Source: an optimization exercise on an open RTL-to-GDS flow (aim: small area, a short achievable clock period and few clock cycles per item). Production flows keep margins and buffers that such runs may drop. In this exercise RTL edits were held to simulation tests only and were not proved equivalent to the original.

$ cat design/flow/run.sh
#!/bin/bash
# synth_recipe.tcl (not shown) runs the flow's synth.tcl, then flattens the netlist and writes it again
# the make line also repeats each setting of config.mk as NAME=value (left out here)
make -C /OpenROAD-flow-scripts/flow DESIGN_CONFIG=/design/flow/config.mk WORK_HOME=/design/flow/orfs CLKGATE_MAP_FILE= SYNTH_SCRIPT=/design/flow/synth_recipe.tcl finish
$ cat design/flow/config.mk
export PLATFORM = sky130hd
export DESIGN_NAME = minmax_two_level_quantizer_core
export DESIGN_NICKNAME = minmax_two_level_quantizer_core
export VERILOG_FILES = /design/flow/design.v
export SDC_FILE = /design/flow/constraint.sdc
export NUM_CORES = 4
export LEC_CHECK = 0
export CAP_MARGIN = 20
export CORE_MARGIN = 2
export CORE_UTILIZATION = 40
export SLEW_MARGIN = 20
$ cat design/flow/constraint.sdc
create_clock -name core_clock -period 8.5 [get_ports {aclk}]
set_input_delay 1.7000 -clock core_clock [delete_from_list [all_inputs] [get_ports {aclk}]]
set_output_delay 1.7000 -clock core_clock [all_outputs]
set_load 0.01 [all_outputs]
$ cat design/flow/design.v
package mmq_pkg;
    localparam logic [1:0] MODE_LEARN  = 2'd0;
    localparam logic [1:0] MODE_ENCODE = 2'd1;
    localparam logic [1:0] MODE_DECODE = 2'd2;
    localparam logic [15:0] STEPS    = 16'd65025;
    localparam logic [7:0]  LEVELS   = 8'd255;
    localparam logic [7:0]  CODE_MAX = 8'd254;
    localparam logic [7:0]  CODE_BAD = 8'd255;
    localparam logic [5:0] ENC_STEPS   = 6'd17;
    localparam logic [5:0] DEC_STEPS   = 6'd32;
    localparam logic [5:0] SPLIT_STEPS = 6'd8;
    typedef struct packed {
        logic        start;
        logic [5:0]  steps;
        logic [31:0] rem_init;
        logic [31:0] num_init;
        logic [31:0] divisor;
    } mmq_div_req_t;
    typedef struct packed {
        logic        busy;
        logic        done;
        logic [31:0] quotient;
        logic [31:0] remainder;
    } mmq_div_sts_t;
endpackage
import mmq_pkg::*;
module mmq_divider (
    input  logic         aclk,
    input  logic         aresetn,
    input  mmq_pkg::mmq_div_req_t req,
    output mmq_pkg::mmq_div_sts_t sts
);
    logic        busy_reg, busy_next;
    logic        done_reg, done_next;
    logic [5:0]  cnt_reg, cnt_next;
    logic [31:0] rem_reg, rem_next;
    logic [31:0] num_reg, num_next;
    logic [31:0] quo_reg, quo_next;
    logic [31:0] div_reg, div_next;
    logic [32:0] trial;
    logic [32:0] diff;
    logic        fits;
    assign trial = {rem_reg, num_reg[31]};
    assign diff  = trial - {1'b0, div_reg};
    assign fits  = trial >= {1'b0, div_reg};
    always_comb begin
        busy_next = busy_reg;
        done_next = 1'b0;
        cnt_next  = cnt_reg;
        rem_next  = rem_reg;
        num_next  = num_reg;
        quo_next  = quo_reg;
        div_next  = div_reg;
        if (req.start) begin
            busy_next = 1'b1;
            cnt_next  = req.steps;
            rem_next  = req.rem_init;
            num_next  = req.num_init;
            quo_next  = '0;
            div_next  = req.divisor;
        end else if (busy_reg) begin
            rem_next = fits ? diff[31:0] : trial[31:0];
            quo_next = {quo_reg[30:0], fits};
            num_next = {num_reg[30:0], 1'b0};
            cnt_next = cnt_reg - 6'd1;
            if (cnt_reg == 6'd1) begin
                busy_next = 1'b0;
                done_next = 1'b1;
            end
        end
    end
    always_ff @(posedge aclk) begin
        if (!aresetn) begin
            busy_reg <= 1'b0;
            done_reg <= 1'b0;
            cnt_reg  <= '0;
        end else begin
            busy_reg <= busy_next;
            done_reg <= done_next;
            cnt_reg  <= cnt_next;
        end
        rem_reg <= rem_next;
        num_reg <= num_next;
        quo_reg <= quo_next;
        div_reg <= div_next;
    end
    assign sts.busy      = busy_reg;
    assign sts.done      = done_reg;
    assign sts.quotient  = quo_reg;
    assign sts.remainder = rem_reg;
endmodule
import mmq_pkg::*;
module minmax_two_level_quantizer_core (
    input  logic               aclk,
    input  logic               aresetn,
    input  logic               s_valid,
    output logic               s_ready,
    input  logic [1:0]         s_mode,
    input  logic               s_first,
    input  logic signed [31:0] s_sample,
    input  logic [7:0]         s_coarse_in,
    input  logic [7:0]         s_fine_in,
    output logic               m_valid,
    input  logic               m_ready,
    output logic [7:0]         m_coarse_code,
    output logic [7:0]         m_fine_code,
    output logic signed [31:0] m_value,
    output logic               m_error
);
    typedef enum logic [4:0] {
        ST_IDLE   = 5'b00001,
        ST_MUL    = 5'b00010,
        ST_DIV1   = 5'b00100,
        ST_DIV2   = 5'b01000,
        ST_FINISH = 5'b10000
    } state_t;
    state_t             state_reg, state_next;
    logic signed [31:0] lowest_reg, lowest_next;
    logic signed [31:0] highest_reg, highest_next;
    logic               enc_reg, enc_next;
    logic [31:0]        fa_reg, fa_next;
    logic [15:0]        fb_reg, fb_next;
    logic [7:0]         res_coarse_reg, res_coarse_next;
    logic [7:0]         res_fine_reg, res_fine_next;
    logic [31:0]        res_value_reg, res_value_next;
    logic               res_error_reg, res_error_next;
    logic               m_valid_reg, m_valid_next;
    logic [7:0]         m_coarse_reg, m_coarse_next;
    logic [7:0]         m_fine_reg, m_fine_next;
    logic [31:0]        m_value_reg, m_value_next;
    logic               m_error_reg, m_error_next;
    logic               accept;
    logic [31:0]        range;
    logic [31:0]        offset;
    logic [15:0]        pair;
    logic [47:0]        prod;
    logic [7:0]         quo8;
    mmq_pkg::mmq_div_req_t div_req;
    mmq_pkg::mmq_div_sts_t div_sts;
    assign accept = s_valid && s_ready;
    assign range  = 32'(highest_reg - lowest_reg);
    assign offset = 32'(s_sample - lowest_reg);
    assign pair   = ({s_coarse_in, 8'b0} - {8'b0, s_coarse_in}) + {8'b0, s_fine_in};
    assign prod   = {16'b0, fa_reg} * {32'b0, fb_reg};
    assign quo8   = div_sts.quotient[7:0];
    mmq_divider u_div (
        .aclk    (aclk),
        .aresetn (aresetn),
        .req     (div_req),
        .sts     (div_sts)
    );
    always_comb begin
        div_req = '0;
        if (state_reg == ST_MUL) begin
            div_req.start = 1'b1;
            if (enc_reg) begin
                div_req.steps    = ENC_STEPS;
                div_req.rem_init = {1'b0, prod[47:17]};
                div_req.num_init = {prod[16:0], 15'b0};
                div_req.divisor  = range;
            end else begin
                div_req.steps    = DEC_STEPS;
                div_req.rem_init = {16'b0, prod[47:32]};
                div_req.num_init = prod[31:0];
                div_req.divisor  = {16'b0, STEPS};
            end
        end else if (state_reg == ST_DIV1 && div_sts.done && enc_reg) begin
            div_req.start    = 1'b1;
            div_req.steps    = SPLIT_STEPS;
            div_req.rem_init = {23'b0, div_sts.quotient[16:8]};
            div_req.num_init = {div_sts.quotient[7:0], 24'b0};
            div_req.divisor  = {24'b0, LEVELS};
        end
    end
    always_comb begin
        state_next      = state_reg;
        lowest_next     = lowest_reg;
        highest_next    = highest_reg;
        enc_next        = enc_reg;
        fa_next         = fa_reg;
        fb_next         = fb_reg;
        res_coarse_next = res_coarse_reg;
        res_fine_next   = res_fine_reg;
        res_value_next  = res_value_reg;
        res_error_next  = res_error_reg;
        m_valid_next    = m_valid_reg && !m_ready;
        m_coarse_next   = m_coarse_reg;
        m_fine_next     = m_fine_reg;
        m_value_next    = m_value_reg;
        m_error_next    = m_error_reg;
        case (state_reg)
            ST_IDLE: begin
                if (accept) begin
                    res_coarse_next = '0;
                    res_fine_next   = '0;
                    res_value_next  = '0;
                    res_error_next  = 1'b0;
                    state_next      = ST_FINISH;
                    case (s_mode)
                        MODE_LEARN: begin
                            if (s_first) begin
                                lowest_next  = s_sample;
                                highest_next = s_sample;
                            end else begin
                                if (s_sample < lowest_reg) begin
                                    lowest_next = s_sample;
                                end
                                if (s_sample > highest_reg) begin
                                    highest_next = s_sample;
                                end
                            end
                        end
                        MODE_ENCODE: begin
                            if (s_sample < lowest_reg || s_sample > highest_reg) begin
                                res_error_next = 1'b1;
                            end else if (range != 32'd0) begin
                                enc_next   = 1'b1;
                                fa_next    = offset;
                                fb_next    = STEPS;
                                state_next = ST_MUL;
                            end
                        end
                        MODE_DECODE: begin
                            if (s_coarse_in == CODE_BAD) begin
                                res_error_next = 1'b1;
                            end else begin
                                enc_next   = 1'b0;
                                fa_next    = range;
                                fb_next    = pair;
                                state_next = ST_MUL;
                            end
                        end
                        default: begin
                            res_error_next = 1'b1;
                        end
                    endcase
                end
            end
            ST_MUL: begin
                state_next = ST_DIV1;
            end
            ST_DIV1: begin
                if (div_sts.done) begin
                    if (enc_reg) begin
                        state_next = ST_DIV2;
                    end else begin
                        res_value_next = 32'(lowest_reg) + div_sts.quotient;
                        state_next     = ST_FINISH;
                    end
                end
            end
            ST_DIV2: begin
                if (div_sts.done) begin
                    res_coarse_next = (quo8 == CODE_BAD) ? CODE_MAX : quo8;
                    res_fine_next   = div_sts.remainder[7:0];
                    state_next      = ST_FINISH;
                end
            end
            ST_FINISH: begin
                if (!m_valid_reg || m_ready) begin
                    m_valid_next  = 1'b1;
                    m_coarse_next = res_coarse_reg;
                    m_fine_next   = res_fine_reg;
                    m_value_next  = res_value_reg;
                    m_error_next  = res_error_reg;
                    state_next    = ST_IDLE;
                end
            end
            default: begin
                state_next = ST_IDLE;
            end
        endcase
    end
    always_ff @(posedge aclk) begin
        if (!aresetn) begin
            state_reg   <= ST_IDLE;
            lowest_reg  <= '0;
            highest_reg <= '0;
            m_valid_reg <= 1'b0;
        end else begin
            state_reg   <= state_next;
            lowest_reg  <= lowest_next;
            highest_reg <= highest_next;
            m_valid_reg <= m_valid_next;
        end
        enc_reg        <= enc_next;
        fa_reg         <= fa_next;
        fb_reg         <= fb_next;
        res_coarse_reg <= res_coarse_next;
        res_fine_reg   <= res_fine_next;
        res_value_reg  <= res_value_next;
        res_error_reg  <= res_error_next;
        m_coarse_reg   <= m_coarse_next;
        m_fine_reg     <= m_fine_next;
        m_value_reg    <= m_value_next;
        m_error_reg    <= m_error_next;
    end
    assign s_ready       = (state_reg == ST_IDLE);
    assign m_valid       = m_valid_reg;
    assign m_coarse_code = m_coarse_reg;
    assign m_fine_code   = m_fine_reg;
    assign m_value       = m_value_reg;
    assign m_error       = m_error_reg;
endmodule
==> run notes <==
Startpoint Class register; crit-path max FO 28; RePlAce Congestion about 0.9; crit path cell chain nand2_1, fa_1, fa_1, fa_1, fa_1, inv_1, fa_1, inv_1, fa_1, inv_1, ha_1, o21ai_0, o22ai_1, a211oi_1, nand4_1, a21oi_1, o21ai_1, a32o_1, o41a_1, mux2i_1, a21oi_1, a311o_1; syn_area_per_cell around 9.3 sq um; Crit Path Class register to register; post-route ant nets 0; GR Util met2 0.375; setup TNS 0 ns; Mapped Cells 4,024; CTS Buf Count 39; met1 Track Usage GR 0.281; Syn-to-layout area delta 10.3%; Core Area approximately 93,000 sq um; Ports 106; routed len/inst around 20 um; post-synthesis mux area share 0.0313; CP Capture Type register; overall routing resource usage 0.219; placed cell area about 40,000 sq um; Cell variety after synth 90; Crit path arrival time 8.47 ns; post-synth net total 4,794; XOR/XNOR Fraction of Synth Area 0.0350; EDFF count, synth 243; clk slew on worst S/H paths about 0.060 ns; IO Port Bufs about 110; asr flop ratio synth 0; mapped cell area roughly 38,000 sq um; 1st-pass router iterations 6; share of the yosys chip area belonging to registers 0.253; most frequent cells in the layout 578 x inv_1, 434 x nand2_1, 423 x fa_1; r2r setup slk roughly 0.35 ns; Top Usage Layer GRT met2; Via density approximately 5.3; Slowest-stage cell, CP edfxtp_1; fin worst setup slack around 0.35 ns; Max Clk Rate approximately 120 MHz; total number of yosys warnings 2; Non-Filler Instances between 5,000 and 6,000; DIE HEIGHT approximately 310 um; vias in the first global route around 30,000; setup bufs post-CTS 0; final worst path period need 8.15 ns; CTS Buffer Depth 3; Critical Path RT approximately 8.8 ns; max-cap violations 0; CTS resizes 0; run status complete, no violations; post-route clock period utilization 0.959; initial core utilization 0.403; Clk Latency, worst-skew pair 0.60 ns; skew final about 0.034 ns; CTS tree built; critical path's largest stage delay approximately 1.1 ns; clk sinks between 300 and 400; Max H-tree Level 2; Hold Violations, Final 0; Die ar. between 90,000 and 100,000 sq um; pin count of the biggest net entering global routing 77; Final Slew Violations 0; DP Worst Slack around 0.4 ns; Final #Nets approximately 4,800; initial antenna violation count 4; HP Class register to register; Finished Cell Area about 41,000 sq um; Root Driver clkbuf_16; Compound-Gate Fraction of Synth Area 0.120; Post-Synth Simple-Gate Area 0.164; cell count after placement 5,273; grt ovf 0; Final setup viols 0; drt total wl around 110,000 um; first-pass GRT wire length around 170,000 um; Worst path most repeated cell fa_1; top_reg_cell synth edfxtp_1; cts hold-fix bufs 0; commonest non-fill, non-tap cell in the layout inv_1; largest family of logic cells by synthesized area adder cells; share of cells above drive strength 1 0.0388; Detail Placement HPWL ~83,000 um; Slew headroom 0.209; RSZ-0062 raised after global routing no; met3 Track Usage GR 0.0326; post-synthesis adder-cell area fraction 0.323; Die W between 300 and 400 um; worst slew pin tran ~1.2 ns; total number of vias between 20,000 and 30,000; site row count 112; DRT iter0 DRCs 1,910; # DRC 0; Synth Register Bits around 350
[cell families after synthesis]
family / count (synthesis)
AOI/OAI and AO/OA: 686
xor gates and xnor gates: 150
DFF: 353
muxes: 117
buffers and inverters: 747
and+or+nand+nor: 1256
adders and majority gates: 715
[cell type report]
class | count | area [sq um]
fill | 9035 | 51800
tap | 1254 | 1570
clock inverter | 23 | 251
clock buffer | 49 | 1080
sequential | 353 | 9500
multi-input combinational | 2924 | 25300
inverter | 582 | 2180
antenna | 1 | 2.50
timing repair buffer | 163 | 1550
[worst max-delay path: cells and delay by family, from the launching register on]
kind                     cells  cell delay [ns]
adder cells (fa/ha/maj)      7             3.44
multiplexers                 1             0.29
flip-flops                   1             1.10
buffers and inverters        3             0.15
AND/OR/NAND/NOR              2             0.35
AO/OA/AOI/OAI                9             2.55
[routing by layer]
| metal | wire length (um) | vias up |
|---|---|---|
| li1 | - | 13396 |
| met1 | 45400 | 14172 |
| met2 | 50600 | 749 |
| met3 | 5600 | 186 |
| met4 | 3970 | 4 |
| met5 | 21 | - |
[Yosys cell counts (11+ instances only)]
library cell / number / share of area
a211oi_1: 31 / 0.0062
a21o_1: 99 / 0.020
a21oi_1: 188 / 0.025
a22o_1: 16 / 0.0037
a31oi_1: 19 / 0.0032
and2_1: 246 / 0.041
and3_1: 26 / 0.0043
clkbuf_1: 148 / 0.015
dfxtp_1: 110 / 0.059
edfxtp_1: 243 / 0.19
fa_1: 423 / 0.23
ha_1: 292 / 0.097
inv_1: 580 / 0.058
mux2i_1: 114 / 0.030
nand2_1: 434 / 0.043
nand2b_1: 34 / 0.0057
nand3_1: 36 / 0.0048
nand4_1: 31 / 0.0052
nor2_1: 235 / 0.023
nor2b_1: 101 / 0.017
nor3_1: 46 / 0.0061
o211ai_1: 14 / 0.0028
o21a_1: 22 / 0.0044
o21ai_0: 139 / 0.019
o21bai_1: 15 / 0.0030
o22ai_1: 11 / 0.0018
or3_1: 18 / 0.0030
xnor2_1: 98 / 0.023
xor2_1: 52 / 0.012
[worst paths after layout]
path | from | end | cells past startpoint
max | fb_reg[3] | u_div.rem_reg[15] | 22
min | res_value_reg[5] | m_value_reg[5] | 0
max reg2reg | fb_reg[3] | u_div.rem_reg[15] | 22
min reg2reg | res_value_reg[5] | m_value_reg[5] | 0
[stage by stage]
step / util / hold WS, ns
after floorplan: - / 0.400
after global placement: 0.430 / 0.404
after detailed placement: 0.430 / 0.405
after CTS: 0.444 / 0.420
after global routing: 0.445 / 0.426
final: 0.445 / 0.418
Testbench counts, summed over its fixed seeds: cycles 82,174, items 3,840.

## port drivers added, routing unchanged
How much do the figures lean on ideal ports? The routed layout below was timed once more, with nothing changed but the port constraints. Step 1 (the two cells are an assumption about what drives the block):
set clk [get_ports {aclk}]
set_driving_cell -lib_cell sky130_fd_sc_hd__clkbuf_16 $clk
set_driving_cell -lib_cell sky130_fd_sc_hd__buf_2 [delete_from_list [all_inputs] $clk]
Step 2, shift: input delay + t, output delay - t, t = (earliest + latest rising clock arrival at the registers) / 2. This alone moves slack from input paths to output paths. Slacks: ideal / step 1 / step 2; pairs: ideal / step 1.
t, ns: 0.645
slack for setup (ns): 0.350 / 0.350 / 0.350
hold slack, ns: 0.418 / 0.418 / 0.418
slew at the worst register clock pin (ns): 0.07 / 0.07
pins driven straight from the clock port: 1
After both steps setup and hold are still met in this run. The setup slack of this run moves by 0.000 ns with the drivers and by 0.000 ns with both steps.
